Context: an optimization exercise on an open-source flow, tuned for small area, a short achievable clock period and few clock cycles per item. The choices shown serve that exercise and are no tape-out recipe. Where RTL was checked, it was by simulation tests only, not by an equivalence proof against the original. For run 2, only the layout was checked, not whether the RTL still works. Power figures rest on the tool's default switching activity, not on a simulated workload.

## flow/design.v (module list and top-level ports; edited modules follow where they fit)
// module gaussian_elim_engine: 1398 lines
// module gauss_x3: 8 lines
// module gauss_pgn: 11 lines
// module gauss_pgp: 11 lines
// module gauss_pggn: 8 lines
// module gauss_pggp: 8 lines
// module gauss_fa: 10 lines
// module gauss_ha: 9 lines
module gaussian_elim_engine (
    input  logic        clk,
    input  logic        rst,
    input  logic        start,
    output logic        busy,
    output logic        done,
    output logic        c_rd_en,
    output logic [3:0]  c_rd_addr,
    input  logic [31:0] c_rd_data,
    output logic        a_rd_en,
    output logic [7:0]  a_rd_addr,
    input  logic [31:0] a_rd_data,
    output logic        b_rd_en,
    output logic [7:0]  b_rd_addr,
    input  logic [31:0] b_rd_data,
    output logic        st_en,
    output logic [7:0]  st_addr,
    output logic [31:0] st_data
);
  // ...
==> flow/flow/run.sh <==
#!/bin/bash
# The standard layout (standard.sh) with two changes: the port buffers that
# ORFS adds are sky130_fd_sc_hd__buf_1 cells, and clock tree synthesis adds no
# dummy loads and clusters at most 40 sinks within 60 um.
set -euo pipefail
sed 's|"\${@:-finish}"|BUFFER_PORTS_ARGS="-buffer_cell sky130_fd_sc_hd__buf_1" CTS_ARGS="-sink_clustering_enable -repair_clock_nets -dont_use_dummy_load -sink_clustering_size 40 -sink_clustering_max_diameter 60" "${@:-finish}"|' standard.sh > standard_mod.sh
grep -q dont_use_dummy_load standard_mod.sh
bash standard_mod.sh > standard.log 2>&1
==> flow/standard.sh <==
#!/bin/bash
# synth_recipe.tcl (not shown) runs the flow's synth.tcl, then flattens the netlist and writes it again
# the make line also repeats each setting of config.mk as NAME=value (left out here)
make -C /OpenROAD-flow-scripts/flow DESIGN_CONFIG=/design/flow/config.mk WORK_HOME=/design/flow/orfs CLKGATE_MAP_FILE= SYNTH_SCRIPT=/design/flow/synth_recipe.tcl "${@:-finish}"
==> flow/config.mk <==
export PLATFORM = sky130hd
export DESIGN_NAME = gaussian_elim_engine
export DESIGN_NICKNAME = gaussian_elim_engine
export VERILOG_FILES = /design/flow/design.v
export SDC_FILE = /design/flow/constraint.sdc
export NUM_CORES = 4
export LEC_CHECK = 0
export CAP_MARGIN = 20
export CORE_MARGIN = 2
export CORE_UTILIZATION = 40
export SETUP_SLACK_MARGIN = 5
export SLEW_MARGIN = 20
export SYNTH_HIERARCHICAL = 1
export SYNTH_MINIMUM_KEEP_SIZE = 0
==> flow/constraint.sdc <==
create_clock -name core_clock -period 10.0 [get_ports {clk}]
set_input_delay 2.0000 -clock core_clock [delete_from_list [all_inputs] [get_ports {clk}]]
set_output_delay 2.0000 -clock core_clock [all_outputs]
set_load 0.01 [all_outputs]
==> reports/qor.csv, run 1 <==
stage,metric,value,unit
outcome,status,"complete, no violations",
sta,hold slack,0.329,ns
pwr,Comb power,4.55,mW
synth,Synthesized Nets,2354,
worst_setup_path,number of stages on the worst setup path,7,
floorplan,die area,0.0536,mm^2
pwr,Total Power,7.27,mW
synth,mux contribution to synthesized area,0,%
pwr,Internal,3.43,mW
synth,adder-cell area share of the yosys netlist,32.8,%
worst_setup_path,worst endpoint data arrival time,4.26,ns
route,metal3 WL,7.43,mm
synth,"count leader, synth",dfxtp_1,
sta,final setup fails,0,
hold_path,Worst Hold Endpoint,ad2_r[0],
worst_setup_path,r2r endpoint,t1_r[27],
placement,Final GP Congestion,0.973,
layout,Final #Nets,2444,
worst_setup_path,worst-path fanout max,11,
worst_setup_path,"most used cell, CP",fa_1,
placement,Detail Placement HPWL,52.8,mm
pwr,Seq. pwr,1.77,mW
global_routing,Overflow after GRT,0,
layout,multi-input logic area,0.0141,mm^2
route,WL/cell,25.2,um
synth,share of the synthesized area in the top cell type,27.9,%
route,first-pass iteration count of the detailed router,5,
route,vias,14616,
Testbench counts, summed over its fixed seeds: cycles 16,696, runs 64.
==> run 2, diff against run 1 <==
--- a/flow/design.v
+++ b/flow/design.v
@@ -72,17 +72,17 @@
         f1_r      <= (cnt_row == 4'd15);
         f2_r      <= f1_r;
         f3_r      <= f2_r;
         z2_r      <= z1_r;
         ad2_r     <= ad1_r;
         c_addr_r  <= cnt_row;
         st_addr_r <= ad2_r;
     end
-    logic [31:0] a_q_r, a2_r, x_r, xn_r;
+    logic [31:0] a_q_r, a2_r, x_r, xn_r, x2_r;
     logic [15:0] bon_r, btn_r, bn_r;  
     wire  [15:0] bo_r = ~bon_r;
     wire  [15:0] bt_r = ~btn_r;
     logic [31:0] t0_r;
     logic [31:0] t1_r;
     logic [31:0] t2_r;
     wire [31:0] tg0 = t0_r;
     wire [31:0] tg1 = t1_r;
@@ -610,116 +610,116 @@
     wire pp1_24 = (((bo_r[1] & x_r[22]) | (bt_r[1] & x_r[21])) ^ bn_r[1]);
     wire pp1_25 = (((bo_r[1] & x_r[23]) | (bt_r[1] & x_r[22])) ^ bn_r[1]);
     wire pp1_26 = (((bo_r[1] & x_r[24]) | (bt_r[1] & x_r[23])) ^ bn_r[1]);
     wire pp1_27 = (((bo_r[1] & x_r[25]) | (bt_r[1] & x_r[24])) ^ bn_r[1]);
     wire pp1_28 = (((bo_r[1] & x_r[26]) | (bt_r[1] & x_r[25])) ^ bn_r[1]);
     wire pp1_29 = (((bo_r[1] & x_r[27]) | (bt_r[1] & x_r[26])) ^ bn_r[1]);
     wire pp1_30 = (((bo_r[1] & x_r[28]) | (bt_r[1] & x_r[27])) ^ bn_r[1]);
     wire pp1_31 = (((bo_r[1] & x_r[29]) | (bt_r[1] & x_r[28])) ^ bn_r[1]);
-    wire pp2_4 = ((bo_r[2] & ~xn_r[0]) ^ bn_r[2]);
-    wire pp2_5 = (((bo_r[2] & ~xn_r[1]) | (bt_r[2] & ~xn_r[0])) ^ bn_r[2]);
-    wire pp2_6 = (((bo_r[2] & ~xn_r[2]) | (bt_r[2] & ~xn_r[1])) ^ bn_r[2]);
-    wire pp2_7 = (((bo_r[2] & ~xn_r[3]) | (bt_r[2] & ~xn_r[2])) ^ bn_r[2]);
-    wire pp2_8 = (((bo_r[2] & ~xn_r[4]) | (bt_r[2] & ~xn_r[3])) ^ bn_r[2]);
-    wire pp2_9 = (((bo_r[2] & ~xn_r[5]) | (bt_r[2] & ~xn_r[4])) ^ bn_r[2]);
-    wire pp2_10 = (((bo_r[2] & ~xn_r[6]) | (bt_r[2] & ~xn_r[5])) ^ bn_r[2]);
-    wire pp2_11 = (((bo_r[2] & ~xn_r[7]) | (bt_r[2] & ~xn_r[6])) ^ bn_r[2]);
-    wire pp2_12 = (((bo_r[2] & ~xn_r[8]) | (bt_r[2] & ~xn_r[7])) ^ bn_r[2]);
-    wire pp2_13 = (((bo_r[2] & ~xn_r[9]) | (bt_r[2] & ~xn_r[8])) ^ bn_r[2]);
-    wire pp2_14 = (((bo_r[2] & ~xn_r[10]) | (bt_r[2] & ~xn_r[9])) ^ bn_r[2]);
-    wire pp2_15 = (((bo_r[2] & ~xn_r[11]) | (bt_r[2] & ~xn_r[10])) ^ bn_r[2]);
-    wire pp2_16 = (((bo_r[2] & ~xn_r[12]) | (bt_r[2] & ~xn_r[11])) ^ bn_r[2]);
-    wire pp2_17 = (((bo_r[2] & ~xn_r[13]) | (bt_r[2] & ~xn_r[12])) ^ bn_r[2]);
-    wire pp2_18 = (((bo_r[2] & ~xn_r[14]) | (bt_r[2] & ~xn_r[13])) ^ bn_r[2]);
-    wire pp2_19 = (((bo_r[2] & ~xn_r[15]) | (bt_r[2] & ~xn_r[14])) ^ bn_r[2]);
-    wire pp2_20 = (((bo_r[2] & ~xn_r[16]) | (bt_r[2] & ~xn_r[15])) ^ bn_r[2]);
-    wire pp2_21 = (((bo_r[2] & ~xn_r[17]) | (bt_r[2] & ~xn_r[16])) ^ bn_r[2]);
-    wire pp2_22 = (((bo_r[2] & ~xn_r[18]) | (bt_r[2] & ~xn_r[17])) ^ bn_r[2]);
-    wire pp2_23 = (((bo_r[2] & ~xn_r[19]) | (bt_r[2] & ~xn_r[18])) ^ bn_r[2]);
-    wire pp2_24 = (((bo_r[2] & ~xn_r[20]) | (bt_r[2] & ~xn_r[19])) ^ bn_r[2]);
-    wire pp2_25 = (((bo_r[2] & ~xn_r[21]) | (bt_r[2] & ~xn_r[20])) ^ bn_r[2]);
-    wire pp2_26 = (((bo_r[2] & ~xn_r[22]) | (bt_r[2] & ~xn_r[21])) ^ bn_r[2]);
-    wire pp2_27 = (((bo_r[2] & ~xn_r[23]) | (bt_r[2] & ~xn_r[22])) ^ bn_r[2]);
-    wire pp2_28 = (((bo_r[2] & ~xn_r[24]) | (bt_r[2] & ~xn_r[23])) ^ bn_r[2]);
-    wire pp2_29 = (((bo_r[2] & ~xn_r[25]) | (bt_r[2] & ~xn_r[24])) ^ bn_r[2]);
-    wire pp2_30 = (((bo_r[2] & ~xn_r[26]) | (bt_r[2] & ~xn_r[25])) ^ bn_r[2]);
-    wire pp2_31 = (((bo_r[2] & ~xn_r[27]) | (bt_r[2] & ~xn_r[26])) ^ bn_r[2]);
-    wire pp3_6 = ((bo_r[3] & x_r[0]) ^ bn_r[3]);
-    wire pp3_7 = (((bo_r[3] & x_r[1]) | (bt_r[3] & x_r[0])) ^ bn_r[3]);
-    wire pp3_8 = (((bo_r[3] & x_r[2]) | (bt_r[3] & x_r[1])) ^ bn_r[3]);
-    wire pp3_9 = (((bo_r[3] & x_r[3]) | (bt_r[3] & x_r[2])) ^ bn_r[3]);
-    wire pp3_10 = (((bo_r[3] & x_r[4]) | (bt_r[3] & x_r[3])) ^ bn_r[3]);
-    wire pp3_11 = (((bo_r[3] & x_r[5]) | (bt_r[3] & x_r[4])) ^ bn_r[3]);
-    wire pp3_12 = (((bo_r[3] & x_r[6]) | (bt_r[3] & x_r[5])) ^ bn_r[3]);
-    wire pp3_13 = (((bo_r[3] & x_r[7]) | (bt_r[3] & x_r[6])) ^ bn_r[3]);
-    wire pp3_14 = (((bo_r[3] & x_r[8]) | (bt_r[3] & x_r[7])) ^ bn_r[3]);
-    wire pp3_15 = (((bo_r[3] & x_r[9]) | (bt_r[3] & x_r[8])) ^ bn_r[3]);
-    wire pp3_16 = (((bo_r[3] & x_r[10]) | (bt_r[3] & x_r[9])) ^ bn_r[3]);
-    wire pp3_17 = (((bo_r[3] & x_r[11]) | (bt_r[3] & x_r[10])) ^ bn_r[3]);
-    wire pp3_18 = (((bo_r[3] & x_r[12]) | (bt_r[3] & x_r[11])) ^ bn_r[3]);
-    wire pp3_19 = (((bo_r[3] & x_r[13]) | (bt_r[3] & x_r[12])) ^ bn_r[3]);
-    wire pp3_20 = (((bo_r[3] & x_r[14]) | (bt_r[3] & x_r[13])) ^ bn_r[3]);
-    wire pp3_21 = (((bo_r[3] & x_r[15]) | (bt_r[3] & x_r[14])) ^ bn_r[3]);
-    wire pp3_22 = (((bo_r[3] & x_r[16]) | (bt_r[3] & x_r[15])) ^ bn_r[3]);
-    wire pp3_23 = (((bo_r[3] & x_r[17]) | (bt_r[3] & x_r[16])) ^ bn_r[3]);
-    wire pp3_24 = (((bo_r[3] & x_r[18]) | (bt_r[3] & x_r[17])) ^ bn_r[3]);
-    wire pp3_25 = (((bo_r[3] & x_r[19]) | (bt_r[3] & x_r[18])) ^ bn_r[3]);
-    wire pp3_26 = (((bo_r[3] & x_r[20]) | (bt_r[3] & x_r[19])) ^ bn_r[3]);
-    wire pp3_27 = (((bo_r[3] & x_r[21]) | (bt_r[3] & x_r[20])) ^ bn_r[3]);
-    wire pp3_28 = (((bo_r[3] & x_r[22]) | (bt_r[3] & x_r[21])) ^ bn_r[3]);
-    wire pp3_29 = (((bo_r[3] & x_r[23]) | (bt_r[3] & x_r[22])) ^ bn_r[3]);
-    wire pp3_30 = (((bo_r[3] & x_r[24]) | (bt_r[3] & x_r[23])) ^ bn_r[3]);
-    wire pp3_31 = (((bo_r[3] & x_r[25]) | (bt_r[3] & x_r[24])) ^ bn_r[3]);
-    wire pp4_8 = ((bo_r[4] & ~xn_r[0]) ^ bn_r[4]);
-    wire pp4_9 = (((bo_r[4] & ~xn_r[1]) | (bt_r[4] & ~xn_r[0])) ^ bn_r[4]);
-    wire pp4_10 = (((bo_r[4] & ~xn_r[2]) | (bt_r[4] & ~xn_r[1])) ^ bn_r[4]);
-    wire pp4_11 = (((bo_r[4] & ~xn_r[3]) | (bt_r[4] & ~xn_r[2])) ^ bn_r[4]);
-    wire pp4_12 = (((bo_r[4] & ~xn_r[4]) | (bt_r[4] & ~xn_r[3])) ^ bn_r[4]);
-    wire pp4_13 = (((bo_r[4] & ~xn_r[5]) | (bt_r[4] & ~xn_r[4])) ^ bn_r[4]);
-    wire pp4_14 = (((bo_r[4] & ~xn_r[6]) | (bt_r[4] & ~xn_r[5])) ^ bn_r[4]);
-    wire pp4_15 = (((bo_r[4] & ~xn_r[7]) | (bt_r[4] & ~xn_r[6])) ^ bn_r[4]);
-    wire pp4_16 = (((bo_r[4] & ~xn_r[8]) | (bt_r[4] & ~xn_r[7])) ^ bn_r[4]);
-    wire pp4_17 = (((bo_r[4] & ~xn_r[9]) | (bt_r[4] & ~xn_r[8])) ^ bn_r[4]);
-    wire pp4_18 = (((bo_r[4] & ~xn_r[10]) | (bt_r[4] & ~xn_r[9])) ^ bn_r[4]);
-    wire pp4_19 = (((bo_r[4] & ~xn_r[11]) | (bt_r[4] & ~xn_r[10])) ^ bn_r[4]);
-    wire pp4_20 = (((bo_r[4] & ~xn_r[12]) | (bt_r[4] & ~xn_r[11])) ^ bn_r[4]);
-    wire pp4_21 = (((bo_r[4] & ~xn_r[13]) | (bt_r[4] & ~xn_r[12])) ^ bn_r[4]);
-    wire pp4_22 = (((bo_r[4] & ~xn_r[14]) | (bt_r[4] & ~xn_r[13])) ^ bn_r[4]);
-    wire pp4_23 = (((bo_r[4] & ~xn_r[15]) | (bt_r[4] & ~xn_r[14])) ^ bn_r[4]);
-    wire pp4_24 = (((bo_r[4] & ~xn_r[16]) | (bt_r[4] & ~xn_r[15])) ^ bn_r[4]);
-    wire pp4_25 = (((bo_r[4] & ~xn_r[17]) | (bt_r[4] & ~xn_r[16])) ^ bn_r[4]);
-    wire pp4_26 = (((bo_r[4] & ~xn_r[18]) | (bt_r[4] & ~xn_r[17])) ^ bn_r[4]);
-    wire pp4_27 = (((bo_r[4] & ~xn_r[19]) | (bt_r[4] & ~xn_r[18])) ^ bn_r[4]);
-    wire pp4_28 = (((bo_r[4] & ~xn_r[20]) | (bt_r[4] & ~xn_r[19])) ^ bn_r[4]);
-    wire pp4_29 = (((bo_r[4] & ~xn_r[21]) | (bt_r[4] & ~xn_r[20])) ^ bn_r[4]);
-    wire pp4_30 = (((bo_r[4] & ~xn_r[22]) | (bt_r[4] & ~xn_r[21])) ^ bn_r[4]);
-    wire pp4_31 = (((bo_r[4] & ~xn_r[23]) | (bt_r[4] & ~xn_r[22])) ^ bn_r[4]);
-    wire pp5_10 = ((bo_r[5] & x_r[0]) ^ bn_r[5]);
-    wire pp5_11 = (((bo_r[5] & x_r[1]) | (bt_r[5] & x_r[0])) ^ bn_r[5]);
-    wire pp5_12 = (((bo_r[5] & x_r[2]) | (bt_r[5] & x_r[1])) ^ bn_r[5]);
-    wire pp5_13 = (((bo_r[5] & x_r[3]) | (bt_r[5] & x_r[2])) ^ bn_r[5]);
-    wire pp5_14 = (((bo_r[5] & x_r[4]) | (bt_r[5] & x_r[3])) ^ bn_r[5]);
-    wire pp5_15 = (((bo_r[5] & x_r[5]) | (bt_r[5] & x_r[4])) ^ bn_r[5]);
-    wire pp5_16 = (((bo_r[5] & x_r[6]) | (bt_r[5] & x_r[5])) ^ bn_r[5]);
-    wire pp5_17 = (((bo_r[5] & x_r[7]) | (bt_r[5] & x_r[6])) ^ bn_r[5]);
-    wire pp5_18 = (((bo_r[5] & x_r[8]) | (bt_r[5] & x_r[7])) ^ bn_r[5]);
-    wire pp5_19 = (((bo_r[5] & x_r[9]) | (bt_r[5] & x_r[8])) ^ bn_r[5]);
-    wire pp5_20 = (((bo_r[5] & x_r[10]) | (bt_r[5] & x_r[9])) ^ bn_r[5]);
-    wire pp5_21 = (((bo_r[5] & x_r[11]) | (bt_r[5] & x_r[10])) ^ bn_r[5]);
-    wire pp5_22 = (((bo_r[5] & x_r[12]) | (bt_r[5] & x_r[11])) ^ bn_r[5]);
-    wire pp5_23 = (((bo_r[5] & x_r[13]) | (bt_r[5] & x_r[12])) ^ bn_r[5]);
-    wire pp5_24 = (((bo_r[5] & x_r[14]) | (bt_r[5] & x_r[13])) ^ bn_r[5]);
-    wire pp5_25 = (((bo_r[5] & x_r[15]) | (bt_r[5] & x_r[14])) ^ bn_r[5]);
-    wire pp5_26 = (((bo_r[5] & x_r[16]) | (bt_r[5] & x_r[15])) ^ bn_r[5]);
-    wire pp5_27 = (((bo_r[5] & x_r[17]) | (bt_r[5] & x_r[16])) ^ bn_r[5]);
-    wire pp5_28 = (((bo_r[5] & x_r[18]) | (bt_r[5] & x_r[17])) ^ bn_r[5]);
-    wire pp5_29 = (((bo_r[5] & x_r[19]) | (bt_r[5] & x_r[18])) ^ bn_r[5]);
-    wire pp5_30 = (((bo_r[5] & x_r[20]) | (bt_r[5] & x_r[19])) ^ bn_r[5]);
-    wire pp5_31 = (((bo_r[5] & x_r[21]) | (bt_r[5] & x_r[20])) ^ bn_r[5]);
+    wire pp2_4 = ((bo_r[2] & x2_r[0]) ^ bn_r[2]);
+    wire pp2_5 = (((bo_r[2] & x2_r[1]) | (bt_r[2] & x2_r[0])) ^ bn_r[2]);
+    wire pp2_6 = (((bo_r[2] & x2_r[2]) | (bt_r[2] & x2_r[1])) ^ bn_r[2]);
+    wire pp2_7 = (((bo_r[2] & x2_r[3]) | (bt_r[2] & x2_r[2])) ^ bn_r[2]);
+    wire pp2_8 = (((bo_r[2] & x2_r[4]) | (bt_r[2] & x2_r[3])) ^ bn_r[2]);
+    wire pp2_9 = (((bo_r[2] & x2_r[5]) | (bt_r[2] & x2_r[4])) ^ bn_r[2]);
+    wire pp2_10 = (((bo_r[2] & x2_r[6]) | (bt_r[2] & x2_r[5])) ^ bn_r[2]);
+    wire pp2_11 = (((bo_r[2] & x2_r[7]) | (bt_r[2] & x2_r[6])) ^ bn_r[2]);
+    wire pp2_12 = (((bo_r[2] & x2_r[8]) | (bt_r[2] & x2_r[7])) ^ bn_r[2]);
+    wire pp2_13 = (((bo_r[2] & x2_r[9]) | (bt_r[2] & x2_r[8])) ^ bn_r[2]);
+    wire pp2_14 = (((bo_r[2] & x2_r[10]) | (bt_r[2] & x2_r[9])) ^ bn_r[2]);
+    wire pp2_15 = (((bo_r[2] & x2_r[11]) | (bt_r[2] & x2_r[10])) ^ bn_r[2]);
+    wire pp2_16 = (((bo_r[2] & x2_r[12]) | (bt_r[2] & x2_r[11])) ^ bn_r[2]);
+    wire pp2_17 = (((bo_r[2] & x2_r[13]) | (bt_r[2] & x2_r[12])) ^ bn_r[2]);
+    wire pp2_18 = (((bo_r[2] & x2_r[14]) | (bt_r[2] & x2_r[13])) ^ bn_r[2]);
+    wire pp2_19 = (((bo_r[2] & x2_r[15]) | (bt_r[2] & x2_r[14])) ^ bn_r[2]);
+    wire pp2_20 = (((bo_r[2] & x2_r[16]) | (bt_r[2] & x2_r[15])) ^ bn_r[2]);
+    wire pp2_21 = (((bo_r[2] & x2_r[17]) | (bt_r[2] & x2_r[16])) ^ bn_r[2]);
+    wire pp2_22 = (((bo_r[2] & x2_r[18]) | (bt_r[2] & x2_r[17])) ^ bn_r[2]);
+    wire pp2_23 = (((bo_r[2] & x2_r[19]) | (bt_r[2] & x2_r[18])) ^ bn_r[2]);
+    wire pp2_24 = (((bo_r[2] & x2_r[20]) | (bt_r[2] & x2_r[19])) ^ bn_r[2]);
+    wire pp2_25 = (((bo_r[2] & x2_r[21]) | (bt_r[2] & x2_r[20])) ^ bn_r[2]);
+    wire pp2_26 = (((bo_r[2] & x2_r[22]) | (bt_r[2] & x2_r[21])) ^ bn_r[2]);
+    wire pp2_27 = (((bo_r[2] & x2_r[23]) | (bt_r[2] & x2_r[22])) ^ bn_r[2]);
+    wire pp2_28 = (((bo_r[2] & x2_r[24]) | (bt_r[2] & x2_r[23])) ^ bn_r[2]);
+    wire pp2_29 = (((bo_r[2] & x2_r[25]) | (bt_r[2] & x2_r[24])) ^ bn_r[2]);
+    wire pp2_30 = (((bo_r[2] & x2_r[26]) | (bt_r[2] & x2_r[25])) ^ bn_r[2]);
+    wire pp2_31 = (((bo_r[2] & x2_r[27]) | (bt_r[2] & x2_r[26])) ^ bn_r[2]);
+    wire pp3_6 = ((bo_r[3] & ~xn_r[0]) ^ bn_r[3]);
+    wire pp3_7 = (((bo_r[3] & ~xn_r[1]) | (bt_r[3] & ~xn_r[0])) ^ bn_r[3]);
+    wire pp3_8 = (((bo_r[3] & ~xn_r[2]) | (bt_r[3] & ~xn_r[1])) ^ bn_r[3]);
+    wire pp3_9 = (((bo_r[3] & ~xn_r[3]) | (bt_r[3] & ~xn_r[2])) ^ bn_r[3]);
+    wire pp3_10 = (((bo_r[3] & ~xn_r[4]) | (bt_r[3] & ~xn_r[3])) ^ bn_r[3]);
+    wire pp3_11 = (((bo_r[3] & ~xn_r[5]) | (bt_r[3] & ~xn_r[4])) ^ bn_r[3]);
+    wire pp3_12 = (((bo_r[3] & ~xn_r[6]) | (bt_r[3] & ~xn_r[5])) ^ bn_r[3]);
+    wire pp3_13 = (((bo_r[3] & ~xn_r[7]) | (bt_r[3] & ~xn_r[6])) ^ bn_r[3]);
+    wire pp3_14 = (((bo_r[3] & ~xn_r[8]) | (bt_r[3] & ~xn_r[7])) ^ bn_r[3]);
+    wire pp3_15 = (((bo_r[3] & ~xn_r[9]) | (bt_r[3] & ~xn_r[8])) ^ bn_r[3]);
+    wire pp3_16 = (((bo_r[3] & ~xn_r[10]) | (bt_r[3] & ~xn_r[9])) ^ bn_r[3]);
+    wire pp3_17 = (((bo_r[3] & ~xn_r[11]) | (bt_r[3] & ~xn_r[10])) ^ bn_r[3]);
+    wire pp3_18 = (((bo_r[3] & ~xn_r[12]) | (bt_r[3] & ~xn_r[11])) ^ bn_r[3]);
+    wire pp3_19 = (((bo_r[3] & ~xn_r[13]) | (bt_r[3] & ~xn_r[12])) ^ bn_r[3]);
+    wire pp3_20 = (((bo_r[3] & ~xn_r[14]) | (bt_r[3] & ~xn_r[13])) ^ bn_r[3]);
+    wire pp3_21 = (((bo_r[3] & ~xn_r[15]) | (bt_r[3] & ~xn_r[14])) ^ bn_r[3]);
+    wire pp3_22 = (((bo_r[3] & ~xn_r[16]) | (bt_r[3] & ~xn_r[15])) ^ bn_r[3]);
+    wire pp3_23 = (((bo_r[3] & ~xn_r[17]) | (bt_r[3] & ~xn_r[16])) ^ bn_r[3]);
+    wire pp3_24 = (((bo_r[3] & ~xn_r[18]) | (bt_r[3] & ~xn_r[17])) ^ bn_r[3]);
+    wire pp3_25 = (((bo_r[3] & ~xn_r[19]) | (bt_r[3] & ~xn_r[18])) ^ bn_r[3]);
+    wire pp3_26 = (((bo_r[3] & ~xn_r[20]) | (bt_r[3] & ~xn_r[19])) ^ bn_r[3]);
+    wire pp3_27 = (((bo_r[3] & ~xn_r[21]) | (bt_r[3] & ~xn_r[20])) ^ bn_r[3]);
+    wire pp3_28 = (((bo_r[3] & ~xn_r[22]) | (bt_r[3] & ~xn_r[21])) ^ bn_r[3]);
+    wire pp3_29 = (((bo_r[3] & ~xn_r[23]) | (bt_r[3] & ~xn_r[22])) ^ bn_r[3]);
+    wire pp3_30 = (((bo_r[3] & ~xn_r[24]) | (bt_r[3] & ~xn_r[23])) ^ bn_r[3]);
+    wire pp3_31 = (((bo_r[3] & ~xn_r[25]) | (bt_r[3] & ~xn_r[24])) ^ bn_r[3]);
+    wire pp4_8 = ((bo_r[4] & x_r[0]) ^ bn_r[4]);
+    wire pp4_9 = (((bo_r[4] & x_r[1]) | (bt_r[4] & x_r[0])) ^ bn_r[4]);
+    wire pp4_10 = (((bo_r[4] & x_r[2]) | (bt_r[4] & x_r[1])) ^ bn_r[4]);
+    wire pp4_11 = (((bo_r[4] & x_r[3]) | (bt_r[4] & x_r[2])) ^ bn_r[4]);
+    wire pp4_12 = (((bo_r[4] & x_r[4]) | (bt_r[4] & x_r[3])) ^ bn_r[4]);
+    wire pp4_13 = (((bo_r[4] & x_r[5]) | (bt_r[4] & x_r[4])) ^ bn_r[4]);
+    wire pp4_14 = (((bo_r[4] & x_r[6]) | (bt_r[4] & x_r[5])) ^ bn_r[4]);
+    wire pp4_15 = (((bo_r[4] & x_r[7]) | (bt_r[4] & x_r[6])) ^ bn_r[4]);
+    wire pp4_16 = (((bo_r[4] & x_r[8]) | (bt_r[4] & x_r[7])) ^ bn_r[4]);
+    wire pp4_17 = (((bo_r[4] & x_r[9]) | (bt_r[4] & x_r[8])) ^ bn_r[4]);
+    wire pp4_18 = (((bo_r[4] & x_r[10]) | (bt_r[4] & x_r[9])) ^ bn_r[4]);
+    wire pp4_19 = (((bo_r[4] & x_r[11]) | (bt_r[4] & x_r[10])) ^ bn_r[4]);
+    wire pp4_20 = (((bo_r[4] & x_r[12]) | (bt_r[4] & x_r[11])) ^ bn_r[4]);
+    wire pp4_21 = (((bo_r[4] & x_r[13]) | (bt_r[4] & x_r[12])) ^ bn_r[4]);
+    wire pp4_22 = (((bo_r[4] & x_r[14]) | (bt_r[4] & x_r[13])) ^ bn_r[4]);
+    wire pp4_23 = (((bo_r[4] & x_r[15]) | (bt_r[4] & x_r[14])) ^ bn_r[4]);
+    wire pp4_24 = (((bo_r[4] & x_r[16]) | (bt_r[4] & x_r[15])) ^ bn_r[4]);
+    wire pp4_25 = (((bo_r[4] & x_r[17]) | (bt_r[4] & x_r[16])) ^ bn_r[4]);
+    wire pp4_26 = (((bo_r[4] & x_r[18]) | (bt_r[4] & x_r[17])) ^ bn_r[4]);
+    wire pp4_27 = (((bo_r[4] & x_r[19]) | (bt_r[4] & x_r[18])) ^ bn_r[4]);
+    wire pp4_28 = (((bo_r[4] & x_r[20]) | (bt_r[4] & x_r[19])) ^ bn_r[4]);
+    wire pp4_29 = (((bo_r[4] & x_r[21]) | (bt_r[4] & x_r[20])) ^ bn_r[4]);
+    wire pp4_30 = (((bo_r[4] & x_r[22]) | (bt_r[4] & x_r[21])) ^ bn_r[4]);
+    wire pp4_31 = (((bo_r[4] & x_r[23]) | (bt_r[4] & x_r[22])) ^ bn_r[4]);
+    wire pp5_10 = ((bo_r[5] & x2_r[0]) ^ bn_r[5]);
+    wire pp5_11 = (((bo_r[5] & x2_r[1]) | (bt_r[5] & x2_r[0])) ^ bn_r[5]);
+    wire pp5_12 = (((bo_r[5] & x2_r[2]) | (bt_r[5] & x2_r[1])) ^ bn_r[5]);
+    wire pp5_13 = (((bo_r[5] & x2_r[3]) | (bt_r[5] & x2_r[2])) ^ bn_r[5]);
+    wire pp5_14 = (((bo_r[5] & x2_r[4]) | (bt_r[5] & x2_r[3])) ^ bn_r[5]);
+    wire pp5_15 = (((bo_r[5] & x2_r[5]) | (bt_r[5] & x2_r[4])) ^ bn_r[5]);
+    wire pp5_16 = (((bo_r[5] & x2_r[6]) | (bt_r[5] & x2_r[5])) ^ bn_r[5]);
+    wire pp5_17 = (((bo_r[5] & x2_r[7]) | (bt_r[5] & x2_r[6])) ^ bn_r[5]);
+    wire pp5_18 = (((bo_r[5] & x2_r[8]) | (bt_r[5] & x2_r[7])) ^ bn_r[5]);
+    wire pp5_19 = (((bo_r[5] & x2_r[9]) | (bt_r[5] & x2_r[8])) ^ bn_r[5]);
+    wire pp5_20 = (((bo_r[5] & x2_r[10]) | (bt_r[5] & x2_r[9])) ^ bn_r[5]);
+    wire pp5_21 = (((bo_r[5] & x2_r[11]) | (bt_r[5] & x2_r[10])) ^ bn_r[5]);
+    wire pp5_22 = (((bo_r[5] & x2_r[12]) | (bt_r[5] & x2_r[11])) ^ bn_r[5]);
+    wire pp5_23 = (((bo_r[5] & x2_r[13]) | (bt_r[5] & x2_r[12])) ^ bn_r[5]);
+    wire pp5_24 = (((bo_r[5] & x2_r[14]) | (bt_r[5] & x2_r[13])) ^ bn_r[5]);
+    wire pp5_25 = (((bo_r[5] & x2_r[15]) | (bt_r[5] & x2_r[14])) ^ bn_r[5]);
+    wire pp5_26 = (((bo_r[5] & x2_r[16]) | (bt_r[5] & x2_r[15])) ^ bn_r[5]);
+    wire pp5_27 = (((bo_r[5] & x2_r[17]) | (bt_r[5] & x2_r[16])) ^ bn_r[5]);
+    wire pp5_28 = (((bo_r[5] & x2_r[18]) | (bt_r[5] & x2_r[17])) ^ bn_r[5]);
+    wire pp5_29 = (((bo_r[5] & x2_r[19]) | (bt_r[5] & x2_r[18])) ^ bn_r[5]);
+    wire pp5_30 = (((bo_r[5] & x2_r[20]) | (bt_r[5] & x2_r[19])) ^ bn_r[5]);
+    wire pp5_31 = (((bo_r[5] & x2_r[21]) | (bt_r[5] & x2_r[20])) ^ bn_r[5]);
     wire pp6_12 = ((bo_r[6] & ~xn_r[0]) ^ bn_r[6]);
     wire pp6_13 = (((bo_r[6] & ~xn_r[1]) | (bt_r[6] & ~xn_r[0])) ^ bn_r[6]);
     wire pp6_14 = (((bo_r[6] & ~xn_r[2]) | (bt_r[6] & ~xn_r[1])) ^ bn_r[6]);
     wire pp6_15 = (((bo_r[6] & ~xn_r[3]) | (bt_r[6] & ~xn_r[2])) ^ bn_r[6]);
     wire pp6_16 = (((bo_r[6] & ~xn_r[4]) | (bt_r[6] & ~xn_r[3])) ^ bn_r[6]);
     wire pp6_17 = (((bo_r[6] & ~xn_r[5]) | (bt_r[6] & ~xn_r[4])) ^ bn_r[6]);
     wire pp6_18 = (((bo_r[6] & ~xn_r[6]) | (bt_r[6] & ~xn_r[5])) ^ bn_r[6]);
     wire pp6_19 = (((bo_r[6] & ~xn_r[7]) | (bt_r[6] & ~xn_r[6])) ^ bn_r[6]);
@@ -748,88 +748,88 @@
     wire pp7_24 = (((bo_r[7] & x_r[10]) | (bt_r[7] & x_r[9])) ^ bn_r[7]);
     wire pp7_25 = (((bo_r[7] & x_r[11]) | (bt_r[7] & x_r[10])) ^ bn_r[7]);
     wire pp7_26 = (((bo_r[7] & x_r[12]) | (bt_r[7] & x_r[11])) ^ bn_r[7]);
     wire pp7_27 = (((bo_r[7] & x_r[13]) | (bt_r[7] & x_r[12])) ^ bn_r[7]);
     wire pp7_28 = (((bo_r[7] & x_r[14]) | (bt_r[7] & x_r[13])) ^ bn_r[7]);
     wire pp7_29 = (((bo_r[7] & x_r[15]) | (bt_r[7] & x_r[14])) ^ bn_r[7]);
     wire pp7_30 = (((bo_r[7] & x_r[16]) | (bt_r[7] & x_r[15])) ^ bn_r[7]);
     wire pp7_31 = (((bo_r[7] & x_r[17]) | (bt_r[7] & x_r[16])) ^ bn_r[7]);
-    wire pp8_16 = ((bo_r[8] & ~xn_r[0]) ^ bn_r[8]);
-    wire pp8_17 = (((bo_r[8] & ~xn_r[1]) | (bt_r[8] & ~xn_r[0])) ^ bn_r[8]);
-    wire pp8_18 = (((bo_r[8] & ~xn_r[2]) | (bt_r[8] & ~xn_r[1])) ^ bn_r[8]);
-    wire pp8_19 = (((bo_r[8] & ~xn_r[3]) | (bt_r[8] & ~xn_r[2])) ^ bn_r[8]);
-    wire pp8_20 = (((bo_r[8] & ~xn_r[4]) | (bt_r[8] & ~xn_r[3])) ^ bn_r[8]);
-    wire pp8_21 = (((bo_r[8] & ~xn_r[5]) | (bt_r[8] & ~xn_r[4])) ^ bn_r[8]);
-    wire pp8_22 = (((bo_r[8] & ~xn_r[6]) | (bt_r[8] & ~xn_r[5])) ^ bn_r[8]);
-    wire pp8_23 = (((bo_r[8] & ~xn_r[7]) | (bt_r[8] & ~xn_r[6])) ^ bn_r[8]);
-    wire pp8_24 = (((bo_r[8] & ~xn_r[8]) | (bt_r[8] & ~xn_r[7])) ^ bn_r[8]);
-    wire pp8_25 = (((bo_r[8] & ~xn_r[9]) | (bt_r[8] & ~xn_r[8])) ^ bn_r[8]);
-    wire pp8_26 = (((bo_r[8] & ~xn_r[10]) | (bt_r[8] & ~xn_r[9])) ^ bn_r[8]);
-    wire pp8_27 = (((bo_r[8] & ~xn_r[11]) | (bt_r[8] & ~xn_r[10])) ^ bn_r[8]);
-    wire pp8_28 = (((bo_r[8] & ~xn_r[12]) | (bt_r[8] & ~xn_r[11])) ^ bn_r[8]);
-    wire pp8_29 = (((bo_r[8] & ~xn_r[13]) | (bt_r[8] & ~xn_r[12])) ^ bn_r[8]);
-    wire pp8_30 = (((bo_r[8] & ~xn_r[14]) | (bt_r[8] & ~xn_r[13])) ^ bn_r[8]);
-    wire pp8_31 = (((bo_r[8] & ~xn_r[15]) | (bt_r[8] & ~xn_r[14])) ^ bn_r[8]);
-    wire pp9_18 = ((bo_r[9] & x_r[0]) ^ bn_r[9]);
-    wire pp9_19 = (((bo_r[9] & x_r[1]) | (bt_r[9] & x_r[0])) ^ bn_r[9]);
-    wire pp9_20 = (((bo_r[9] & x_r[2]) | (bt_r[9] & x_r[1])) ^ bn_r[9]);
-    wire pp9_21 = (((bo_r[9] & x_r[3]) | (bt_r[9] & x_r[2])) ^ bn_r[9]);
-    wire pp9_22 = (((bo_r[9] & x_r[4]) | (bt_r[9] & x_r[3])) ^ bn_r[9]);
-    wire pp9_23 = (((bo_r[9] & x_r[5]) | (bt_r[9] & x_r[4])) ^ bn_r[9]);
-    wire pp9_24 = (((bo_r[9] & x_r[6]) | (bt_r[9] & x_r[5])) ^ bn_r[9]);
-    wire pp9_25 = (((bo_r[9] & x_r[7]) | (bt_r[9] & x_r[6])) ^ bn_r[9]);
-    wire pp9_26 = (((bo_r[9] & x_r[8]) | (bt_r[9] & x_r[7])) ^ bn_r[9]);
-    wire pp9_27 = (((bo_r[9] & x_r[9]) | (bt_r[9] & x_r[8])) ^ bn_r[9]);
-    wire pp9_28 = (((bo_r[9] & x_r[10]) | (bt_r[9] & x_r[9])) ^ bn_r[9]);
-    wire pp9_29 = (((bo_r[9] & x_r[11]) | (bt_r[9] & x_r[10])) ^ bn_r[9]);
-    wire pp9_30 = (((bo_r[9] & x_r[12]) | (bt_r[9] & x_r[11])) ^ bn_r[9]);
-    wire pp9_31 = (((bo_r[9] & x_r[13]) | (bt_r[9] & x_r[12])) ^ bn_r[9]);
-    wire pp10_20 = ((bo_r[10] & ~xn_r[0]) ^ bn_r[10]);
-    wire pp10_21 = (((bo_r[10] & ~xn_r[1]) | (bt_r[10] & ~xn_r[0])) ^ bn_r[10]);
-    wire pp10_22 = (((bo_r[10] & ~xn_r[2]) | (bt_r[10] & ~xn_r[1])) ^ bn_r[10]);
-    wire pp10_23 = (((bo_r[10] & ~xn_r[3]) | (bt_r[10] & ~xn_r[2])) ^ bn_r[10]);
-    wire pp10_24 = (((bo_r[10] & ~xn_r[4]) | (bt_r[10] & ~xn_r[3])) ^ bn_r[10]);
-    wire pp10_25 = (((bo_r[10] & ~xn_r[5]) | (bt_r[10] & ~xn_r[4])) ^ bn_r[10]);
-    wire pp10_26 = (((bo_r[10] & ~xn_r[6]) | (bt_r[10] & ~xn_r[5])) ^ bn_r[10]);
-    wire pp10_27 = (((bo_r[10] & ~xn_r[7]) | (bt_r[10] & ~xn_r[6])) ^ bn_r[10]);
-    wire pp10_28 = (((bo_r[10] & ~xn_r[8]) | (bt_r[10] & ~xn_r[7])) ^ bn_r[10]);
-    wire pp10_29 = (((bo_r[10] & ~xn_r[9]) | (bt_r[10] & ~xn_r[8])) ^ bn_r[10]);
-    wire pp10_30 = (((bo_r[10] & ~xn_r[10]) | (bt_r[10] & ~xn_r[9])) ^ bn_r[10]);
-    wire pp10_31 = (((bo_r[10] & ~xn_r[11]) | (bt_r[10] & ~xn_r[10])) ^ bn_r[10]);
-    wire pp11_22 = ((bo_r[11] & x_r[0]) ^ bn_r[11]);
-    wire pp11_23 = (((bo_r[11] & x_r[1]) | (bt_r[11] & x_r[0])) ^ bn_r[11]);
-    wire pp11_24 = (((bo_r[11] & x_r[2]) | (bt_r[11] & x_r[1])) ^ bn_r[11]);
-    wire pp11_25 = (((bo_r[11] & x_r[3]) | (bt_r[11] & x_r[2])) ^ bn_r[11]);
-    wire pp11_26 = (((bo_r[11] & x_r[4]) | (bt_r[11] & x_r[3])) ^ bn_r[11]);
-    wire pp11_27 = (((bo_r[11] & x_r[5]) | (bt_r[11] & x_r[4])) ^ bn_r[11]);
-    wire pp11_28 = (((bo_r[11] & x_r[6]) | (bt_r[11] & x_r[5])) ^ bn_r[11]);
-    wire pp11_29 = (((bo_r[11] & x_r[7]) | (bt_r[11] & x_r[6])) ^ bn_r[11]);
-    wire pp11_30 = (((bo_r[11] & x_r[8]) | (bt_r[11] & x_r[7])) ^ bn_r[11]);
-    wire pp11_31 = (((bo_r[11] & x_r[9]) | (bt_r[11] & x_r[8])) ^ bn_r[11]);
+    wire pp8_16 = ((bo_r[8] & x2_r[0]) ^ bn_r[8]);
+    wire pp8_17 = (((bo_r[8] & x2_r[1]) | (bt_r[8] & x2_r[0])) ^ bn_r[8]);
+    wire pp8_18 = (((bo_r[8] & x2_r[2]) | (bt_r[8] & x2_r[1])) ^ bn_r[8]);
+    wire pp8_19 = (((bo_r[8] & x2_r[3]) | (bt_r[8] & x2_r[2])) ^ bn_r[8]);
+    wire pp8_20 = (((bo_r[8] & x2_r[4]) | (bt_r[8] & x2_r[3])) ^ bn_r[8]);
+    wire pp8_21 = (((bo_r[8] & x2_r[5]) | (bt_r[8] & x2_r[4])) ^ bn_r[8]);
+    wire pp8_22 = (((bo_r[8] & x2_r[6]) | (bt_r[8] & x2_r[5])) ^ bn_r[8]);
+    wire pp8_23 = (((bo_r[8] & x2_r[7]) | (bt_r[8] & x2_r[6])) ^ bn_r[8]);
+    wire pp8_24 = (((bo_r[8] & x2_r[8]) | (bt_r[8] & x2_r[7])) ^ bn_r[8]);
+    wire pp8_25 = (((bo_r[8] & x2_r[9]) | (bt_r[8] & x2_r[8])) ^ bn_r[8]);
+    wire pp8_26 = (((bo_r[8] & x2_r[10]) | (bt_r[8] & x2_r[9])) ^ bn_r[8]);
+    wire pp8_27 = (((bo_r[8] & x2_r[11]) | (bt_r[8] & x2_r[10])) ^ bn_r[8]);
+    wire pp8_28 = (((bo_r[8] & x2_r[12]) | (bt_r[8] & x2_r[11])) ^ bn_r[8]);
+    wire pp8_29 = (((bo_r[8] & x2_r[13]) | (bt_r[8] & x2_r[12])) ^ bn_r[8]);
+    wire pp8_30 = (((bo_r[8] & x2_r[14]) | (bt_r[8] & x2_r[13])) ^ bn_r[8]);
+    wire pp8_31 = (((bo_r[8] & x2_r[15]) | (bt_r[8] & x2_r[14])) ^ bn_r[8]);
+    wire pp9_18 = ((bo_r[9] & ~xn_r[0]) ^ bn_r[9]);
+    wire pp9_19 = (((bo_r[9] & ~xn_r[1]) | (bt_r[9] & ~xn_r[0])) ^ bn_r[9]);
+    wire pp9_20 = (((bo_r[9] & ~xn_r[2]) | (bt_r[9] & ~xn_r[1])) ^ bn_r[9]);
+    wire pp9_21 = (((bo_r[9] & ~xn_r[3]) | (bt_r[9] & ~xn_r[2])) ^ bn_r[9]);
+    wire pp9_22 = (((bo_r[9] & ~xn_r[4]) | (bt_r[9] & ~xn_r[3])) ^ bn_r[9]);
+    wire pp9_23 = (((bo_r[9] & ~xn_r[5]) | (bt_r[9] & ~xn_r[4])) ^ bn_r[9]);
+    wire pp9_24 = (((bo_r[9] & ~xn_r[6]) | (bt_r[9] & ~xn_r[5])) ^ bn_r[9]);
+    wire pp9_25 = (((bo_r[9] & ~xn_r[7]) | (bt_r[9] & ~xn_r[6])) ^ bn_r[9]);
+    wire pp9_26 = (((bo_r[9] & ~xn_r[8]) | (bt_r[9] & ~xn_r[7])) ^ bn_r[9]);
+    wire pp9_27 = (((bo_r[9] & ~xn_r[9]) | (bt_r[9] & ~xn_r[8])) ^ bn_r[9]);
+    wire pp9_28 = (((bo_r[9] & ~xn_r[10]) | (bt_r[9] & ~xn_r[9])) ^ bn_r[9]);
+    wire pp9_29 = (((bo_r[9] & ~xn_r[11]) | (bt_r[9] & ~xn_r[10])) ^ bn_r[9]);
+    wire pp9_30 = (((bo_r[9] & ~xn_r[12]) | (bt_r[9] & ~xn_r[11])) ^ bn_r[9]);
+    wire pp9_31 = (((bo_r[9] & ~xn_r[13]) | (bt_r[9] & ~xn_r[12])) ^ bn_r[9]);
+    wire pp10_20 = ((bo_r[10] & x_r[0]) ^ bn_r[10]);
+    wire pp10_21 = (((bo_r[10] & x_r[1]) | (bt_r[10] & x_r[0])) ^ bn_r[10]);
+    wire pp10_22 = (((bo_r[10] & x_r[2]) | (bt_r[10] & x_r[1])) ^ bn_r[10]);
+    wire pp10_23 = (((bo_r[10] & x_r[3]) | (bt_r[10] & x_r[2])) ^ bn_r[10]);
+    wire pp10_24 = (((bo_r[10] & x_r[4]) | (bt_r[10] & x_r[3])) ^ bn_r[10]);
+    wire pp10_25 = (((bo_r[10] & x_r[5]) | (bt_r[10] & x_r[4])) ^ bn_r[10]);
+    wire pp10_26 = (((bo_r[10] & x_r[6]) | (bt_r[10] & x_r[5])) ^ bn_r[10]);
+    wire pp10_27 = (((bo_r[10] & x_r[7]) | (bt_r[10] & x_r[6])) ^ bn_r[10]);
+    wire pp10_28 = (((bo_r[10] & x_r[8]) | (bt_r[10] & x_r[7])) ^ bn_r[10]);
+    wire pp10_29 = (((bo_r[10] & x_r[9]) | (bt_r[10] & x_r[8])) ^ bn_r[10]);
+    wire pp10_30 = (((bo_r[10] & x_r[10]) | (bt_r[10] & x_r[9])) ^ bn_r[10]);
+    wire pp10_31 = (((bo_r[10] & x_r[11]) | (bt_r[10] & x_r[10])) ^ bn_r[10]);
+    wire pp11_22 = ((bo_r[11] & x2_r[0]) ^ bn_r[11]);
+    wire pp11_23 = (((bo_r[11] & x2_r[1]) | (bt_r[11] & x2_r[0])) ^ bn_r[11]);
+    wire pp11_24 = (((bo_r[11] & x2_r[2]) | (bt_r[11] & x2_r[1])) ^ bn_r[11]);
+    wire pp11_25 = (((bo_r[11] & x2_r[3]) | (bt_r[11] & x2_r[2])) ^ bn_r[11]);
+    wire pp11_26 = (((bo_r[11] & x2_r[4]) | (bt_r[11] & x2_r[3])) ^ bn_r[11]);
+    wire pp11_27 = (((bo_r[11] & x2_r[5]) | (bt_r[11] & x2_r[4])) ^ bn_r[11]);
+    wire pp11_28 = (((bo_r[11] & x2_r[6]) | (bt_r[11] & x2_r[5])) ^ bn_r[11]);
+    wire pp11_29 = (((bo_r[11] & x2_r[7]) | (bt_r[11] & x2_r[6])) ^ bn_r[11]);
+    wire pp11_30 = (((bo_r[11] & x2_r[8]) | (bt_r[11] & x2_r[7])) ^ bn_r[11]);
+    wire pp11_31 = (((bo_r[11] & x2_r[9]) | (bt_r[11] & x2_r[8])) ^ bn_r[11]);
     wire pp12_24 = ((bo_r[12] & ~xn_r[0]) ^ bn_r[12]);
     wire pp12_25 = (((bo_r[12] & ~xn_r[1]) | (bt_r[12] & ~xn_r[0])) ^ bn_r[12]);
     wire pp12_26 = (((bo_r[12] & ~xn_r[2]) | (bt_r[12] & ~xn_r[1])) ^ bn_r[12]);
     wire pp12_27 = (((bo_r[12] & ~xn_r[3]) | (bt_r[12] & ~xn_r[2])) ^ bn_r[12]);
     wire pp12_28 = (((bo_r[12] & ~xn_r[4]) | (bt_r[12] & ~xn_r[3])) ^ bn_r[12]);
     wire pp12_29 = (((bo_r[12] & ~xn_r[5]) | (bt_r[12] & ~xn_r[4])) ^ bn_r[12]);
     wire pp12_30 = (((bo_r[12] & ~xn_r[6]) | (bt_r[12] & ~xn_r[5])) ^ bn_r[12]);
     wire pp12_31 = (((bo_r[12] & ~xn_r[7]) | (bt_r[12] & ~xn_r[6])) ^ bn_r[12]);
     wire pp13_26 = ((bo_r[13] & x_r[0]) ^ bn_r[13]);
     wire pp13_27 = (((bo_r[13] & x_r[1]) | (bt_r[13] & x_r[0])) ^ bn_r[13]);
     wire pp13_28 = (((bo_r[13] & x_r[2]) | (bt_r[13] & x_r[1])) ^ bn_r[13]);
     wire pp13_29 = (((bo_r[13] & x_r[3]) | (bt_r[13] & x_r[2])) ^ bn_r[13]);
     wire pp13_30 = (((bo_r[13] & x_r[4]) | (bt_r[13] & x_r[3])) ^ bn_r[13]);
     wire pp13_31 = (((bo_r[13] & x_r[5]) | (bt_r[13] & x_r[4])) ^ bn_r[13]);
-    wire pp14_28 = ((bo_r[14] & ~xn_r[0]) ^ bn_r[14]);
-    wire pp14_29 = (((bo_r[14] & ~xn_r[1]) | (bt_r[14] & ~xn_r[0])) ^ bn_r[14]);
-    wire pp14_30 = (((bo_r[14] & ~xn_r[2]) | (bt_r[14] & ~xn_r[1])) ^ bn_r[14]);
-    wire pp14_31 = (((bo_r[14] & ~xn_r[3]) | (bt_r[14] & ~xn_r[2])) ^ bn_r[14]);
-    wire pp15_30 = ((bo_r[15] & x_r[0]) ^ bn_r[15]);
-    wire pp15_31 = (((bo_r[15] & x_r[1]) | (bt_r[15] & x_r[0])) ^ bn_r[15]);
+    wire pp14_28 = ((bo_r[14] & x2_r[0]) ^ bn_r[14]);
+    wire pp14_29 = (((bo_r[14] & x2_r[1]) | (bt_r[14] & x2_r[0])) ^ bn_r[14]);
+    wire pp14_30 = (((bo_r[14] & x2_r[2]) | (bt_r[14] & x2_r[1])) ^ bn_r[14]);
+    wire pp14_31 = (((bo_r[14] & x2_r[3]) | (bt_r[14] & x2_r[2])) ^ bn_r[14]);
+    wire pp15_30 = ((bo_r[15] & ~xn_r[0]) ^ bn_r[15]);
+    wire pp15_31 = (((bo_r[15] & ~xn_r[1]) | (bt_r[15] & ~xn_r[0])) ^ bn_r[15]);
     wire ts1, tc2;
     gauss_ha i_ts1 (.a(pp0_20), .b(pp1_20), .s(ts1), .co(tc2));
     wire ts3, tc4;
     gauss_ha i_ts3 (.a(pp0_21), .b(pp1_21), .s(ts3), .co(tc4));
     wire ts5, tc6;
     gauss_fa i_ts5 (.a(pp0_22), .b(pp1_22), .c(pp2_22), .s(ts5), .co(tc6));
     wire ts7, tc8;
     gauss_ha i_ts7 (.a(pp3_22), .b(pp4_22), .s(ts7), .co(tc8));
@@ -1372,16 +1372,17 @@
     gauss_x3 i_ts530 (.a(tc463), .b(ts466), .c(tc465), .y(ts530));
     wire [31:0] t0_d = {tc529, tc527, tc525, tc523, tc521, tc519, tc517, tc515, tc513, tc511, tc509, tc507, tc505, tc503, tc501, tc499, tc497, tc495, tc493, tc491, tc489, tc487, tc485, tc483, tc481, tc479, tc477, tc475, tc473, tc471, tc469, ts468};
     wire [31:0] t1_d = {ts530, ts528, ts526, ts524, ts522, ts520, ts518, ts516, ts514, ts512, ts510, ts508, ts506, ts504, ts502, ts500, ts498, ts496, ts494, ts492, ts490, ts488, ts486, ts484, ts482, ts480, ts478, ts476, ts474, ts472, ts470, ts352};
     wire [31:0] t2_d = {ts467, ts464, ts460, ts456, ts452, ts448, ts444, ts440, ts436, ts432, ts428, ts424, ts420, ts416, ts412, ts408, ts404, ts400, ts396, ts392, ts388, ts384, ts380, ts376, ts372, ts368, ts364, bg[4], bg[3], bg[2], bg[1], bg[0]};
     always_ff @(posedge clk) begin
         a_q_r <= a_rd_data;
         x_r   <= x_d;    
         xn_r  <= y_d | {32{(f2_r | !v2_r)}};    
+        x2_r  <= x_d & ~{32{(f2_r | !v2_r)}};   
         bon_r <= ~(bo_d & {16{me2_r & !(f2_r | !v2_r)}});
         btn_r <= ~(bt_d & {16{me2_r & !(f2_r | !v2_r)}});
         bn_r  <= bn_d & {16{me2_r & !(f2_r | !v2_r)}};
         t0_r <= t0_d;
         t1_r <= t1_d;
         t2_r <= t2_d;
     end
     assign busy      = busy_r;
==> flow/flow/run.sh (replaced) <==
#!/bin/bash
# The standard layout (standard.sh) with two changes: the port buffers that
# ORFS adds are sky130_fd_sc_hd__buf_1 cells, and clock tree synthesis adds no
# dummy loads.
set -euo pipefail
sed 's|"\${@:-finish}"|BUFFER_PORTS_ARGS="-buffer_cell sky130_fd_sc_hd__buf_1" CTS_ARGS="-sink_clustering_enable -repair_clock_nets -dont_use_dummy_load" "${@:-finish}"|' standard.sh > standard_mod.sh
grep -q dont_use_dummy_load standard_mod.sh
bash standard_mod.sh > standard.log 2>&1
==> reports/qor.csv, run 2 <==
stage,metric,value,unit,change
outcome,status,"complete, no violations",,unchanged
route,Starting DRT DRC Count,1295,,was 1374
global_routing,antenna violations before repair,1,,unchanged
synth,Yosys reg bits,317,,was 289
sta,RSZ-0062 raised after global routing,no,,unchanged
sta,Layout Skew,0.0639,ns,was 0.102 ns
clock_network,clock-pin slew on the worst setup and hold paths,0.05,ns,was 0.07 ns
synth,share of the synthesized area in the top cell type,29.7,%,was 27.9%
sta,fin. max-slew vios,0,,unchanged
sta,final setup fails,0,,unchanged
synth,"count leader, synth",dfxtp_1,,unchanged
synth,"EDFF count, synth",0,,unchanged
floorplan,die width,235,um,was 231 um
layout,final core occ,44.5,%,was 44.0%
layout,layout cells sized above 1,8.69,%,was 8.77%
sta,final hold viol count,0,,unchanged
floorplan,Core Rows,84,,was 83
synth,"top cells by area, synth","dfxtp_1, fa_1, xor2_1, o22ai_1, ha_1",,unchanged
worst_setup_path,WP data required,10.41,ns,was 10.45 ns
layout,Antenna Cells,0,,unchanged
pwr,Comb pwr share,59.6,%,was 62.6%
global_routing,gr busiest metal,met2,,unchanged
clock_network,Inserted Clock Buffers,36,,was 30
sta,Final Critical Period,3.84,ns,was 3.81 ns
synth,mean area per synthesized cell,11.0,um^2,about the same
floorplan,Die Y-Extent,235,um,was 231 um
clock_network,Setup Buffers After CTS,0,,unchanged
synth,Mapped Cells,1950,,was 1884
worst_setup_path,Top delay family on crit path,adder cells,,unchanged
worst_setup_path,"Buf+Inv Stages, Crit Path",0,,unchanged
worst_setup_path,worst endpoint data arrival time,4.25,ns,was 4.26 ns
route,Post-DRT Antenna Nets,0,,unchanged
hold_path,worst hold path type,register to register,,unchanged
clock_network,CTS H-Tree Depth,2,,was 1
synth,Cell variety after synth,38,,was 37
sta,setup_tns,0,ns,unchanged
pwr,Worst VDD drop,0.202,mV,was 0.187 mV
placement,Detail Placement HPWL,54.5,mm,was 52.8 mm
sta,Final Cycle Share,38.4,%,was 38.1%
synth,cell accounting for the most synthesized area,dfxtp_1,,unchanged
global_routing,met1 Track Usage GR,33.0,%,was 34.0%
floorplan,Starting Density,40.6,%,was 40.4%
route,WL/cell,24.6,um,was 25.2 um
floorplan,I/O Pins,165,,unchanged
worst_setup_path,worst-path fanout max,19,,was 11
global_routing,largest net degree at the start of global routing,36,,unchanged
placement,PortBufs,164,,unchanged
synth,synth warn,7,,unchanged
worst_setup_path,Setup CP Type,register to register,,unchanged
placement,Place WS,6.22,ns,was 6.24 ns
sta,Max Clock Freq,261,MHz,was 263 MHz
layout,"commonest non-fill, non-tap cell in the layout",dfxtp_1,,unchanged
pwr,Pwr Density,317,mW/mm^2,was 323 mW/mm^2
pwr,P_leak,11.2,nW,was 10.7 nW
sta,slew margin rel.,30.2,%,was 35.2%
route,WL final,67.6,mm,was 66.8 mm
clock_network,hold-fix buffers at CTS,0,,unchanged
clock_network,clk latency of the worst-skew pair,0.57,ns,was 0.64 ns
route,Via density,5.50,,was 5.51
global_routing,number of global-route vias before repair,15901,,was 15522
layout,highest-count cells in the layout ignoring fill and taps,"dfxtp_1, fa_1, xor2_1",,"was dfxtp_1, xor2_1, fa_1"
synth,most common flop cell mapped by yosys,dfxtp_1,,unchanged
pwr,Total Power,7.44,mW,was 7.27 mW
layout,area growth from synthesis to layout,9.73,%,was 8.86%
route,DR DRC count,0,,unchanged
worst_setup_path,Worst setup EP type,register,,unchanged
worst_setup_path,Startpoint Class,register,,unchanged
pwr,sw frac,50.8,%,was 52.9%
placement,Final GP Congestion,0.949,,was 0.973
layout,Final #Nets,2533,,was 2444
pwr,Internal,3.66,mW,was 3.43 mW
route,vias,15110,,was 14616
global_routing,GRT met2 Usage,37.5,%,was 37.0%
pwr,Switch Pwr,3.78,mW,was 3.85 mW
synth,leading cell types by count after synthesis,"dfxtp_1, fa_1, xor2_1, o22ai_1, inv_1",,"was dfxtp_1, fa_1, xor2_1, o22ai_1, nand2_1"
synth,Async SR Flop Fraction,0,%,unchanged
clock_network,post-cts sizing count,0,,unchanged
sta,final worst setup slack,6.16,ns,was 6.19 ns
pwr,clock share of power,15.0,%,was 13.2%
worst_setup_path,"most used cell, CP",fa_1,,unchanged
sta,Tightest Pin Transition,1.05,ns,was 0.971 ns
synth,Synthesized Nets,2420,,was 2354
worst_setup_path,CP cell instances,o22ai_1 > xor2_1 > fa_1 > fa_1 > fa_1 > fa_1 > fa_1,,unchanged
global_routing,Overflow after GRT,0,,unchanged
job,Max-Cap Viols,0,,unchanged
clock_network,CTS tree,yes,,unchanged
worst_setup_path,Critical Path Max Stage Delay,0.83,ns,was 0.84 ns
route,first-pass iteration count of the detailed router,5,,unchanged
worst_setup_path,CP max stage cell,dfxtp_1,,unchanged
global_routing,Tot GR Track Use,24.6,%,was 25.1%
clock_network,Clk Tree Root Cell,clkbuf_16,,unchanged
clock_network,clock tree buffer depth,3,,unchanged
synth,register area share after synthesis,29.7,%,was 27.9%
floorplan,Core ar.,0.0527,mm^2,was 0.0512 mm^2
global_routing,first-pass GRT wire length,102,mm,was 99.9 mm
sta,hold slack,0.324,ns,was 0.329 ns
pwr,Seq pwr share,25.4,%,was 24.3%
floorplan,die area,0.0553,mm^2,was 0.0536 mm^2
global_routing,grt met3 use,7.34,%,was 8.74%
synth,synthesized area,0.0214,mm^2,was 0.0207 mm^2
clock_network,clk sink count,317,,was 289
run 2: changes by cell type after synthesis, sizes merged, moves of 2 or more:
cell | before | now
xor2 | 286 | 284
inv | 73 | 124
dfxtp | 289 | 317
buf | 60 | 41
nand2b | 10 | 12
xnor2 | 22 | 24
clkinv | 4 | 8
nand4 | 5 | 3
nand3 | 1 | 3
run 2: metrics by stage:
step                      cell area, um^2  cells
after floorplan                     21400   1950
after global placement              22600   2713
after detailed placement            22600   2713
after CTS                           23500   2749
after global routing                23500   2749
final                               23500   2749
run 2: area by class of cell:
| class | count | area (um^2) |
|---|---|---|
| fill | 4983 | 29200 |
| multi-input combinational | 1390 | 14100 |
| sequential | 317 | 6350 |
| clock buffer | 36 | 901 |
| tap | 688 | 861 |
| timing repair buffer | 186 | 781 |
| inverter | 132 | 495 |
run 2: Yosys stat by module, one instance, submodules excluded:
module	cells inside	cell area (um^2)	copies in the design	flops+latches
gauss_fa	1	20.0	286	0
gauss_pggn	1	8.76	20	0
gauss_pggp	1	5.00	10	0
gauss_pgn	2	12.5	52	0
gauss_pgp	2	12.5	42	0
gaussian_elim_engine	1364	13000	1	317
gauss_x3	1	23.8	17	0
gauss_ha	1	12.5	65	0
run 2: worst reg2reg max path, delay by kind of cell, from the launching register on:
family | cells | cell delay, ns
fa+ha+maj | 5 | 2.42
flops | 1 | 0.83
xor+xnor | 1 | 0.21
compound gates | 1 | 0.24
run 2: power by group through the flow:
stage / combinational (mW) / sequential (mW) / clock (mW)
6_report: 4.43 / 1.89 / 1.12
4_1_cts: 4.43 / 1.89 / 1.14
3_5_place_dp: 4.40 / 1.91 / 0
2_1_floorplan: 2.82 / 1.79 / 0
5_1_grt: 4.76 / 1.92 / 1.19
3_3_place_gp: 4.38 / 1.91 / 0
run 2: kinds of logic (layout without fill, tap and decap cells):
logic type | after synthesis | in the layout | share of synthesized area, %
AOI/OAI and AO/OA | 408 | 408 | 13.1
xor gates and xnor gates | 325 | 325 | 14.5
adders and majority gates | 371 | 371 | 31.8
buffers and inverters | 243 | 354 | 4.51
DFF | 317 | 317 | 29.7
other | 1 | 1 | 0.0175
and+or+nand+nor | 285 | 285 | 6.39
run 2: final timing paths:
kind	from	endpoint	slack, ns	cells after the start
setup / recovery	btn_r[6]	t1_r[30]	6.16	7
setup reg to reg	btn_r[6]	t1_r[30]	6.16	7
hold / removal	z1_r	z2_r	0.32	0
hold reg to reg	z1_r	z2_r	0.32	0
run 2: per-layer routing:
metal  vias up  share of wire (%)
li1       6717                  -
met5         -                  0
met3       124                 10
met2       794                 44
met1      7475                 42
met4         0                3.9

re-timing with driven ports:
Ports are ideal in the flow. The routed layouts listed here were re-timed in OpenROAD. Step 1, drivers: a clkbuf_16 drives clk and a buf_2 each remaining input, both assumed. Step 2 times the ports against the registers' clock, not the clock port: input delays grow and output delays shrink by t, the midpoint of the rising clock arrivals with the driver on. Three values: no drivers, after step 1, after step 2; two values: the first two.
| run | shift t [ns] | setup WS [ns] | worst slew at a driven data input, ns | pins driven straight from the clock port |
|---|---|---|---|---|
| run 1 | 0.645 | 6.191 / 6.191 / 6.191 | 0.05 | 1 |
| run 2 | 0.594 | 6.163 / 6.163 / 6.163 | 0.05 | 1 |
After both steps every run listed still meets setup and hold.
